Background: an optimization exercise with open tools, aiming at small area, a short achievable clock period and few clock cycles per item. Do not read the settings as production practice.
Where RTL was checked, it was by simulation tests only, not by an equivalence proof against the original.
Power and IR drop assume default switching activity.

== job 260 ==
==> flow/design.v (excerpt) <==
module pvt_derating_factor_interpolator (
  input  logic                                clk,
  input  logic                                rst_n,
  input  logic                                in_valid,
  output logic                                in_ready,
  input  logic [pdfi_pkg::VOLT_W-1:0]         in_voltage_mv,
  input  logic signed [pdfi_pkg::TEMP_W-1:0]  in_temperature_decideg,
  input  logic [pdfi_pkg::CORNER_W-1:0]       in_process_corner,
  output logic                                out_valid,
  input  logic                                out_ready,
  output logic [pdfi_pkg::FACTOR_W-1:0]       out_voltage_factor,
  output logic [pdfi_pkg::FACTOR_W-1:0]       out_temperature_factor,
  output logic [pdfi_pkg::FACTOR_W-1:0]       out_process_factor,
  output logic                                out_voltage_ok,
  output logic                                out_temperature_ok,
  output logic                                out_process_ok
);
  logic [pdfi_pkg::VSW-1:0]      vseg_d, vseg_q;
  logic [pdfi_pkg::VUW-1:0]      vu_d, vu_q;
  logic [pdfi_pkg::TSW-1:0]      tseg_d, tseg_q;
  logic [pdfi_pkg::TUW-1:0]      tu_d, tu_q;
  logic [pdfi_pkg::CORNER_W-1:0] corner_q;
  logic [pdfi_pkg::VGN-1:0]      vgs_d, vgs_q;
  ...
Settings: LEC_CHECK=0, ABC_AREA=1, CAP_MARGIN=20, CORE_MARGIN=2, CORE_UTILIZATION=40, SETUP_SLACK_MARGIN=3.4, SLEW_MARGIN=20; clock period 7.0 ns.
run.sh (not shown) runs the stock make flow with config.mk's settings and CLKGATE_MAP_FILE= SYNTH_SCRIPT=/design/flow/synth_recipe.tcl, a recipe that flattens the netlist after the stock synthesis.
Testbench counts of job 260, summed over its fixed seeds: cycles 16,016, items 16,000.
Inputs modified between job 260 and job 4531:
# job 260
export LEC_CHECK = 0
export ABC_AREA = 1
export CAP_MARGIN = 20
export CORE_MARGIN = 2
export CORE_UTILIZATION = 40
export SETUP_SLACK_MARGIN = 3.4
export SLEW_MARGIN = 20
create_clock -name core_clock -period 7.0 [get_ports {clk}]
# job 4531
export LEC_CHECK = 0
export ABC_AREA = 1
export CAP_MARGIN = 20
export CORE_MARGIN = 2
export CORE_UTILIZATION = 40
export SETUP_SLACK_MARGIN = 3.6
export SLEW_MARGIN = 20
create_clock -name core_clock -period 7.0 [get_ports {clk}]
Results
The number of vias in the routed layout reported for job 4531 is greater than that of job 260 by 446.
Setup slack after layout in job 4531 is 0.0081 ns above job 260.
[compare] base=job 260 new=job 4531: number of non-clock buffers in the layout moved up, maximum achievable frequency shows no meaningful change, global routing usage summed across all routing layers has increased, number of fill cells in the layout now smaller.
On total instance count after detailed placement, job 260 and job 4531 are basically level.
The final reports for job 4531 and job 260 show critical path data required time lower in the former.
[inputs] job 686 vs job 4531
# job 4531
export LEC_CHECK = 0
export ABC_AREA = 1
export CAP_MARGIN = 20
export CORE_MARGIN = 2
export CORE_UTILIZATION = 40
export SETUP_SLACK_MARGIN = 3.6
export SLEW_MARGIN = 20
create_clock -name core_clock -period 7.0 [get_ports {clk}]
# job 686
export LEC_CHECK = 0
export ABC_AREA = 1
export CAP_MARGIN = 20
export CORE_MARGIN = 2
export CORE_UTILIZATION = 40
export SETUP_SLACK_MARGIN = 3.5
export SLEW_MARGIN = 20
create_clock -name core_clock -period 7.0 [get_ports {clk}]
==> flow/flow/run.sh (new file) <==
#!/bin/bash
# The standard layout (the standard.sh, unchanged synthesis and steps),
# with the port buffers that ORFS's buffer_ports inserts made of the plain
# buf_1 cell instead of the delay buffer it picks by default. Every port
# still gets its own buffer. make's full output goes to standard.log here;
# each ORFS step keeps its own log under orfs/logs.
set -euo pipefail
export BUFFER_PORTS_ARGS="-buffer_cell sky130_fd_sc_hd__buf_1"
bash standard.sh > standard.log 2>&1
==> flow/standard.sh (new file) <==
#!/bin/bash
# synth_recipe.tcl (not shown) runs the flow's synth.tcl, then flattens the netlist and writes it again
# the make line also repeats each setting of config.mk as NAME=value (left out here)
make -C /OpenROAD-flow-scripts/flow DESIGN_CONFIG=/design/flow/config.mk WORK_HOME=/design/flow/orfs CLKGATE_MAP_FILE= SYNTH_SCRIPT=/design/flow/synth_recipe.tcl "${@:-finish}"
removed: flow/run.sh
--- outcome ---
Job 4531 ended up with u_back.vls_r[1] as its critical path startpoint; job 686 ended up with u_back.vck_r. Between job 686 and job 4531, the difference in post-route fraction of the period consumed by the critical path is negligible. Minimum period implied by the final worst setup slack was higher in the run labelled job 4531. In the tables for job 686 and job 4531, global-route track usage on met3 reads lower with job 686. From job 4531 to job 686 the numbers moved as follows: via count now smaller, net load switching power now smaller. Multi-input gate area in the final layout ends up lower on job 686. Wire length of the first global-routing pass: job 686 lower than job 4531. Job 4531 has a higher share of post-route cells with drive strength above 1 than job 686. Compared with job 4531, in job 686 count of hold buffers inserted by post-cts repair was more or less identical, adder and majority gate portion of the synthesized area was more or less identical, wire length went down by 2800 um.
Modified inputs, job 1924 compared to job 686
# job 686
export LEC_CHECK = 0
export ABC_AREA = 1
export CAP_MARGIN = 20
export CORE_MARGIN = 2
export CORE_UTILIZATION = 40
export SETUP_SLACK_MARGIN = 3.5
export SLEW_MARGIN = 20
create_clock -name core_clock -period 7.0 [get_ports {clk}]
# job 1924
export LEC_CHECK = 0
export ABC_AREA = 1
export CAP_MARGIN = 20
export CORE_MARGIN = 2
export CORE_UTILIZATION = 40
export SETUP_SLACK_MARGIN = 3.4
export SLEW_MARGIN = 20
create_clock -name core_clock -period 7.0 [get_ports {clk}]
[summary]
- As far as sequential cell area goes, job 686 and job 1924 are indistinguishable; the numbers are identical.
- Taking job 686 as the reference, in job 1924 met1 routed wirelength after detailed routing decreased by 0.33% relative to the old numbers, per-cell via count in the routed design increased by 0.40% relative to the old numbers.
- Comparing job 686 and job 1924, the higher non-clock buffer count is on job 686.
- Job 1924: all stages complete, timing, DRC and antenna checks passed
- Per the final summary, job 686 finished and its layout is clean on timing, DRC and antenna.

========
## oak
pvt_derating_factor_interpolator, a different RTL version from the one above (not shown whole).
Size: about 100 I/O pins, ~12000 sq um of cells after synthesis.
Design pvt_derating_factor_interpolator, start of the top module:
module pvt_derating_factor_interpolator (
  input  logic                                clk,
  input  logic                                rst_n,
  input  logic                                in_valid,
  output logic                                in_ready,
  input  logic [pdfi_pkg::VOLT_W-1:0]         in_voltage_mv,
  input  logic signed [pdfi_pkg::TEMP_W-1:0]  in_temperature_decideg,
  input  logic [pdfi_pkg::CORNER_W-1:0]       in_process_corner,
  output logic                                out_valid,
  input  logic                                out_ready,
  output logic [pdfi_pkg::FACTOR_W-1:0]       out_voltage_factor,
  output logic [pdfi_pkg::FACTOR_W-1:0]       out_temperature_factor,
  output logic [pdfi_pkg::FACTOR_W-1:0]       out_process_factor,
  output logic                                out_voltage_ok,
  output logic                                out_temperature_ok,
  output logic                                out_process_ok
);
clock: 7.0 ns
lec_check: 0
cap_margin: 20
core_margin: 2
core_utilization: 40
slew_margin: 20
Stock flow here: none of the scripts above is used.
oak has completed all stages; timing, DRC and antenna checks passed.
diff inputs: oak => pine
- an added SETUP_SLACK_MARGIN of 3.0
- an added ABC_CLOCK_PERIOD_IN_PS of 3500
==> comparison <==
Summary — design area, pine relative to oak: higher, by 27%. Of the two values seen for worst-path cell with the longest stage delay, fa_1 was produced by pine and ha_1 by oak. Of pine and oak, the higher time the final worst path needs with I/O delays and setup belongs to oak. Switching power delta for pine relative to oak: about 25% higher. Changes observed in pine relative to oak: sequential share of layout area went down 3.4 points; final cell utilization of the core went up 12 points; total design power went up about 30%; final cycle utilization of the critical path went down 16 points. Non-clock buffer count: pine and oak compared, higher one is pine. Delta (pine minus oak): slack of the critical path grew by 1150 ps; via total after detailed routing climbed about 14%; clock network fraction of design power went down by 2.2 points.
Function was not checked in any run of this note: the RTL went through the layout flow alone.

========
run A:
Another version of the RTL of pvt_derating_factor_interpolator (not shown whole).
Size: roughly 1500 cells after synthesis, ~120 flip-flops, about 100 I/O pins, roughly 12000 um2 of cells after synthesis.
Settings: LEC_CHECK=0, ABC_AREA=1, CAP_MARGIN=20, CORE_MARGIN=2, CORE_UTILIZATION=40, SETUP_SLACK_MARGIN=3.7, SLEW_MARGIN=20; clock period 7.0 ns.
Testbench counts of run A, summed over its fixed seeds: cycles 16,016, items 16,000.
[inputs] run B vs run A
# run A
export LEC_CHECK = 0
export ABC_AREA = 1
export CAP_MARGIN = 20
export CORE_MARGIN = 2
export CORE_UTILIZATION = 40
export SETUP_SLACK_MARGIN = 3.7
export SLEW_MARGIN = 20
create_clock -name core_clock -period 7.0 [get_ports {clk}]
# run B
export LEC_CHECK = 0
export ABC_AREA = 1
export CAP_MARGIN = 20
export CORE_MARGIN = 2
export CORE_UTILIZATION = 40
export SETUP_SLACK_MARGIN = 3.1
export SLEW_MARGIN = 20
create_clock -name core_clock -period 7.0 [get_ports {clk}]
==> comparison <==
- The number of multi-input combinational cells on run A is in line with that on run B.
- Compared with run A, in run B routed wire length went down 5100 um; post-placement worst setup slack went up 0.42 ns; cell count went down 8.5%; total setup buffers inserted after CTS went down 102.
## Diff of input files: run C against run B
# run B
export LEC_CHECK = 0
export ABC_AREA = 1
export CAP_MARGIN = 20
export CORE_MARGIN = 2
export CORE_UTILIZATION = 40
export SETUP_SLACK_MARGIN = 3.1
export SLEW_MARGIN = 20
create_clock -name core_clock -period 7.0 [get_ports {clk}]
# run C
export LEC_CHECK = 0
export ABC_AREA = 1
export CAP_MARGIN = 20
export CORE_MARGIN = 2
export CORE_UTILIZATION = 40
export SETUP_SLACK_MARGIN = 3.4
export SLEW_MARGIN = 20
create_clock -name core_clock -period 7.0 [get_ports {clk}]
- Comparing run C with run B, the placer's final routability congestion estimate came out essentially unchanged.
- Summary of run C over run B: number of vias in the routed layout climbed 3.6%, wire length of the first global-routing pass moved down.
- On run C: global-route track usage on met2 is 0.38 points lower than what run B gave.
- Compared with run B, in run C sum of routed wire segments on met1 now sits higher; tightest hold margin went up by 0.0040 ns.
- Per the comparison of run C with run B, count of multi-input combinational gates held steady, fraction of the cycle the final worst path needs shrank by 3.6 points.

afterwards: timing with drivers on the ports:
The flow's constraints put no driver on any port. The routed layouts listed below were extracted and timed again, unchanged, in two steps. Step 1 sets driving cells, clkbuf_16 on the clock port and buf_2 on the other inputs (assumed; they add their load-dependent delay and slew). Step 2 adds t to the input delays and takes it off the output delays; t is the mean of the earliest and latest rising clock arrival at the registers after step 1. Input paths then give back, and output paths get back, about the clock's delay inside the block. a / b / c = no drivers / after step 1 / after step 2; a / b = the first two.
run | t (ns) | slack for setup (ns) | hold slack, ns | worst register clock-pin slew, ns | worst slew at a driven data input, ns
job 260 | 0.470 | 3.437 / 3.421 / 3.421 | 0.420 / 0.420 / 0.420 | 0.07 / 0.07 | 0.05
job 4531 | 0.469 | 3.445 / 3.399 / 3.454 | 0.420 / 0.420 / 0.420 | 0.08 / 0.08 | 0.06
job 686 | 0.468 | 3.450 / 3.404 / 3.529 | 0.446 / 0.446 / 0.446 | 0.07 / 0.07 | 0.04
job 1924 | 0.468 | 3.439 / 3.393 / 3.470 | 0.443 / 0.443 / 0.443 | 0.07 / 0.07 | 0.04
oak | 0.399 | 0.463 / 0.463 / 0.463 | 0.425 / 0.425 / 0.425 | 0.07 / 0.07 | 0.04
pine | 0.401 | 1.611 / 1.611 / 1.611 | 0.423 / 0.423 / 0.423 | 0.08 / 0.08 | 0.12
run A | 0.487 | 3.536 / 3.500 / 3.536 | 0.426 / 0.426 / 0.426 | 0.08 / 0.08 | 0.05
run B | 0.481 | 3.170 / 3.153 / 3.170 | 0.419 / 0.419 / 0.419 | 0.08 / 0.08 | 0.04
run C | 0.480 | 3.423 / 3.423 / 3.423 | 0.423 / 0.423 / 0.423 | 0.08 / 0.08 | 0.04
After both steps every run listed still meets setup and hold. The setup slack of job 260, which loses most, moves by -0.016 ns with the drivers and by -0.016 ns with both steps.
